What follows belongs to an exercise in optimizing a design on an open flow for small area, a short achievable clock period and few clock cycles per item; a production flow would make more cautious choices.
Where RTL was checked, it was by simulation tests only, not by an equivalence proof against the original.
Power figures rest on the tool's default switching activity, not on a simulated workload.

==> flow/design.v <==
package smt_pkg;
  localparam int CAPACITY = 16;
  localparam int KEY_BITS = 32;
  localparam int IDX_W = $clog2(CAPACITY);
  localparam int CNT_W = $clog2(CAPACITY + 1);
  localparam int COUNT_OUT_W = 5;
  localparam int REQ_W = 2;
  localparam int IN_DATA_W = ((KEY_BITS + 7) / 8) * 8;
  localparam int OUT_DATA_W = 8;
  localparam logic [REQ_W-1:0] REQ_LOOKUP = 2'd0;
  localparam logic [REQ_W-1:0] REQ_INSERT = 2'd1;
  localparam logic [REQ_W-1:0] REQ_REMOVE = 2'd2;
  typedef enum logic [1:0] {
    ST_IDLE,
    ST_MATCH,
    ST_UPDATE
  } state_t;
  typedef struct packed {
    logic load;
    logic match;
    logic commit;
  } cmd_t;
endpackage
module smt_ctrl (
  input  logic          clk,
  input  logic          rst_n,
  input  logic          in_tvalid,
  output logic          in_tready,
  input  logic          out_tvalid,
  input  logic          out_tready,
  output smt_pkg::cmd_t cmd
);
  logic [1:0] held_r, held_nxt;
  logic       pop;
  logic       ready_any_r;     
  logic       ready_pop_r;     
  assign pop        = out_tvalid && out_tready;
  assign in_tready  = ready_any_r || (ready_pop_r && out_tready);
  assign cmd.load   = in_tvalid && in_tready;
  assign cmd.match  = 1'b0;
  assign cmd.commit = 1'b0;
  assign held_nxt = held_r + {1'b0, cmd.load} - {1'b0, pop};
  always_ff @(posedge clk) begin
    if (!rst_n) begin
      held_r      <= '0;
      ready_any_r <= 1'b1;
      ready_pop_r <= 1'b0;
    end else begin
      held_r      <= held_nxt;
      ready_any_r <= held_nxt <= 2'd1;
      ready_pop_r <= held_nxt == 2'd2;
    end
  end
endmodule
module smt_dpath (
  input  logic                            clk,
  input  logic                            rst_n,
  input  smt_pkg::cmd_t                   cmd,
  input  logic                            out_tready,
  input  logic [smt_pkg::REQ_W-1:0]       req_in,
  input  logic [smt_pkg::KEY_BITS-1:0]    key_in,
  output logic                            out_tvalid,
  output logic                            was_present,
  output logic [smt_pkg::COUNT_OUT_W-1:0] entry_count,
  output logic                            dropped
);
  localparam int CAP = smt_pkg::CAPACITY;
  logic [smt_pkg::KEY_BITS-1:0] store_r [CAP];
  logic [CAP-1:0]               valid_r;
  logic [CAP-1:0]               free;         
  logic [smt_pkg::CNT_W-1:0]    count_r, count_nxt, count_hit, count_miss;
  logic [CAP-1:0]               cmp_match;
  logic                         cmp_same;
  logic                         upd_valid_r;
  logic [smt_pkg::KEY_BITS-1:0] upd_key_r;
  logic [smt_pkg::REQ_W-1:0]    upd_req_r;
  logic [CAP-1:0]               upd_match_r;
  logic [CAP-1:0]               match;
  logic                         hit, full, is_ins, is_rem, ins_ok, rem_ok, ins_new;
  localparam int RES_W = 1 + smt_pkg::COUNT_OUT_W + 1;
  logic [RES_W-1:0] res;
  logic [RES_W-1:0] res_r [2];
  logic [RES_W-1:0] out_res;
  logic             wr_sel_r;              
  logic [1:0]       rd_sel_r;              
  logic [1:0]       res_count_r;           
  logic             out_valid_r;
  logic             pop;
  assign cmp_same = (upd_key_r == key_in);
  always_comb begin
    for (int i = 0; i < CAP; i++) begin
      cmp_match[i] = free[i] ? cmp_same : (store_r[i] == key_in);
    end
  end
  always_ff @(posedge clk) begin
    upd_key_r   <= key_in;
    upd_req_r   <= req_in;
    upd_match_r <= cmp_match;
  end
  always_ff @(posedge clk) begin
    if (!rst_n) begin
      upd_valid_r <= 1'b0;
    end else begin
      upd_valid_r <= cmd.load;
    end
  end
  always_comb begin
    for (int i = 0; i < CAP; i++) begin
      match[i] = valid_r[i] && upd_match_r[i];
    end
  end
  assign hit    = |match;
  assign full   = count_r[smt_pkg::IDX_W];
  assign is_ins = (upd_req_r == smt_pkg::REQ_INSERT);
  assign is_rem = (upd_req_r == smt_pkg::REQ_REMOVE);
  assign ins_ok = upd_valid_r && is_ins && !full;
  assign rem_ok = upd_valid_r && is_rem;
  assign count_hit  = rem_ok ? count_r - 1'b1 : count_r;
  assign count_miss = ins_ok ? count_r + 1'b1 : count_r;
  assign count_nxt  = hit ? count_hit : count_miss;
  always_comb begin
    for (int i = 0; i < CAP; i++) begin
      free[i] = !valid_r[i] && ((valid_r & ~({CAP{1'b1}} << i)) == ~({CAP{1'b1}} << i));
    end
  end
  assign ins_new = ins_ok && !hit;
  always_ff @(posedge clk) begin
    if (!rst_n) begin
      count_r <= '0;
      valid_r <= '0;
    end else begin
      count_r <= count_nxt;
      for (int i = 0; i < CAP; i++) begin
        valid_r[i] <= (valid_r[i] && !(rem_ok && match[i])) || (ins_new && free[i]);
      end
    end
  end
  always_ff @(posedge clk) begin
    for (int i = 0; i < CAP; i++) begin
      if (free[i]) begin
        store_r[i] <= upd_key_r;
      end
    end
  end
  assign res = {is_ins && full && !hit, count_nxt, hit};
  assign pop = out_valid_r && out_tready;
  always_ff @(posedge clk) begin
    if (!rst_n) begin
      wr_sel_r    <= 1'b0;
      rd_sel_r    <= 2'b01;
      res_count_r <= '0;
      out_valid_r <= 1'b0;
    end else begin
      wr_sel_r    <= wr_sel_r ^ upd_valid_r;
      if (pop) begin
        rd_sel_r <= {rd_sel_r[0], rd_sel_r[1]};
      end
      res_count_r <= res_count_r + {1'b0, upd_valid_r} - {1'b0, pop};
      out_valid_r <= (res_count_r + {1'b0, upd_valid_r} - {1'b0, pop}) != 2'd0;
    end
  end
  always_ff @(posedge clk) begin
    for (int j = 0; j < 2; j++) begin
      if (upd_valid_r && wr_sel_r == 1'(j)) begin
        res_r[j] <= res;
      end
    end
  end
  assign out_tvalid  = out_valid_r;
  always_comb begin
    out_res = '0;
    for (int j = 0; j < 2; j++) begin
      out_res = out_res | (res_r[j] & {RES_W{rd_sel_r[j]}});
    end
  end
  assign was_present = out_res[0];
  assign entry_count = out_res[smt_pkg::COUNT_OUT_W:1];
  assign dropped     = out_res[RES_W-1];
endmodule
module set_membership_table_top (
  input  logic                           clk,
  input  logic                           rst_n,
  input  logic                           in_tvalid,
  output logic                           in_tready,
  input  logic [smt_pkg::IN_DATA_W-1:0]  in_tdata,   
  input  logic [smt_pkg::REQ_W-1:0]      in_tuser,   
  output logic                           out_tvalid,
  input  logic                           out_tready,
  output logic [smt_pkg::OUT_DATA_W-1:0] out_tdata   
);
  smt_pkg::cmd_t                   cmd;
  logic                            was_present;
  logic [smt_pkg::COUNT_OUT_W-1:0] entry_count;
  logic                            dropped;
  smt_ctrl u_ctrl (
    .clk        (clk),
    .rst_n      (rst_n),
    .in_tvalid  (in_tvalid),
    .in_tready  (in_tready),
    .out_tvalid (out_tvalid),
    .out_tready (out_tready),
    .cmd        (cmd)
  );
  smt_dpath u_dpath (
    .clk         (clk),
    .rst_n       (rst_n),
    .cmd         (cmd),
    .out_tready  (out_tready),
    .req_in      (in_tuser),
    .key_in      (in_tdata[smt_pkg::KEY_BITS-1:0]),
    .out_tvalid  (out_tvalid),
    .was_present (was_present),
    .entry_count (entry_count),
    .dropped     (dropped)
  );
  assign out_tdata = {1'b0, dropped, entry_count, was_present};
endmodule
clock: 3.4 ns
lec_check: 0
cap_margin: 20
core_margin: 2
core_utilization: 40
place_density: 0.6
setup_slack_margin: 1.4
slew_margin: 20
standard.sh (not shown) runs the stock make flow with config.mk's settings and CLKGATE_MAP_FILE= SYNTH_SCRIPT=/design/flow/synth_recipe.tcl, a recipe that flattens the netlist after the stock synthesis.
==> flow/flow/run.sh <==
#!/bin/bash
# The standard ORFS flow, run in two parts:
#  1. synthesis exactly as standard.sh makes it;
#  2. floorplan to final layout with two changes:
#     - the clock tree is built with larger sink clusters and without the
#       dummy loads CTS adds to balance it;
#     - delay cells are kept out of port buffering and timing repair, so the
#       port buffers are plain buffers (flow/dont_use.tcl, run before each
#       OpenROAD step).
# Each part's full output goes to its own log file in this folder; ORFS's
# per-step logs stay under orfs/logs/.
set -euo pipefail
W=$(pwd)

bash standard.sh synth > "$W/flow_synth.log" 2>&1

export CTS_ARGS="-sink_clustering_enable -repair_clock_nets -dont_use_dummy_load -sink_clustering_size 30 -sink_clustering_max_diameter 60"
for step in FLOORPLAN GLOBAL_PLACE_SKIP_IO IO_PLACEMENT GLOBAL_PLACE RESIZE DETAIL_PLACE REPAIR_TIMING_POST_PLACE CTS GLOBAL_ROUTE DETAIL_ROUTE FILLCELL; do
  export PRE_${step}_TCL="$W/flow/dont_use.tcl"
done

bash standard.sh > "$W/flow_layout.log" 2>&1
==> flow/flow/dont_use.tcl <==
# Keep delay cells out of port buffering and timing repair.
set_dont_use [get_lib_cells {sky130_fd_sc_hd__dlygate* sky130_fd_sc_hd__clkdlybuf*}]
Then changed:
--- a/flow/design.v
+++ b/flow/design.v
@@ -10,15 +10,8 @@
   localparam logic [REQ_W-1:0] REQ_LOOKUP = 2'd0;
   localparam logic [REQ_W-1:0] REQ_INSERT = 2'd1;
   localparam logic [REQ_W-1:0] REQ_REMOVE = 2'd2;
-  typedef enum logic [1:0] {
-    ST_IDLE,
-    ST_MATCH,
-    ST_UPDATE
-  } state_t;
   typedef struct packed {
-    logic load;
-    logic match;
-    logic commit;
+    logic load;      
   } cmd_t;
 endpackage
 module smt_ctrl (
@@ -37,8 +30,6 @@
   assign pop        = out_tvalid && out_tready;
   assign in_tready  = ready_any_r || (ready_pop_r && out_tready);
   assign cmd.load   = in_tvalid && in_tready;
-  assign cmd.match  = 1'b0;
-  assign cmd.commit = 1'b0;
   assign held_nxt = held_r + {1'b0, cmd.load} - {1'b0, pop};
   always_ff @(posedge clk) begin
     if (!rst_n) begin
@@ -89,7 +80,7 @@
   assign cmp_same = (upd_key_r == key_in);
   always_comb begin
     for (int i = 0; i < CAP; i++) begin
-      cmp_match[i] = free[i] ? cmp_same : (store_r[i] == key_in);
+      cmp_match[i] = (valid_r[i] && (store_r[i] == key_in)) || (free[i] && cmp_same);
     end
   end
   always_ff @(posedge clk) begin
Result: The new run passed the timing, design-rule and antenna checks; routed wire length went down slightly; combinational power stays flat; clock power goes down by a few percent; hold slack improved by 0.042 ns; die area barely changes; via count increases slightly; register-to-register slack improves by 0.16 ns; power fell slightly; utilization falls by 0.68 points; global-route usage came out higher by 0.36 points; first-iteration DRC count came out lower by roughly a tenth.
Testbench counts after the change, summed over its fixed seeds: cycles 12,016, items 12,000.
The RTL of the first run of this note was laid out without a check of its function.

[port drivers added, routing unchanged]
In the flow no input, the clock included, has a driving cell. The finished layouts below were timed again as built, in two steps.
Step 1: set_driving_cell puts a clkbuf_16 on clk and a buf_2 on each other input, an assumption about the parent block.
Step 2 adds t to the input delays and takes it off the output delays; t is the mean of the earliest and latest rising clock arrival at the registers after step 1. Input paths then give back, and output paths get back, about the clock's delay inside the block.
Slacks: ideal / step 1 / step 2; pairs: ideal / step 1.
run	t, ns	slack for setup (ns)	worst data-port slew with drivers (ns)
the first run	0.642	1.224 / 1.224 / 0.702	0.04
the second run	0.648	1.353 / 1.376 / 0.746	0.06
After both steps setup and hold are still met in every run listed. The setup slack of the second run, which loses most, moves by +0.023 ns with the drivers and by -0.607 ns with both steps.
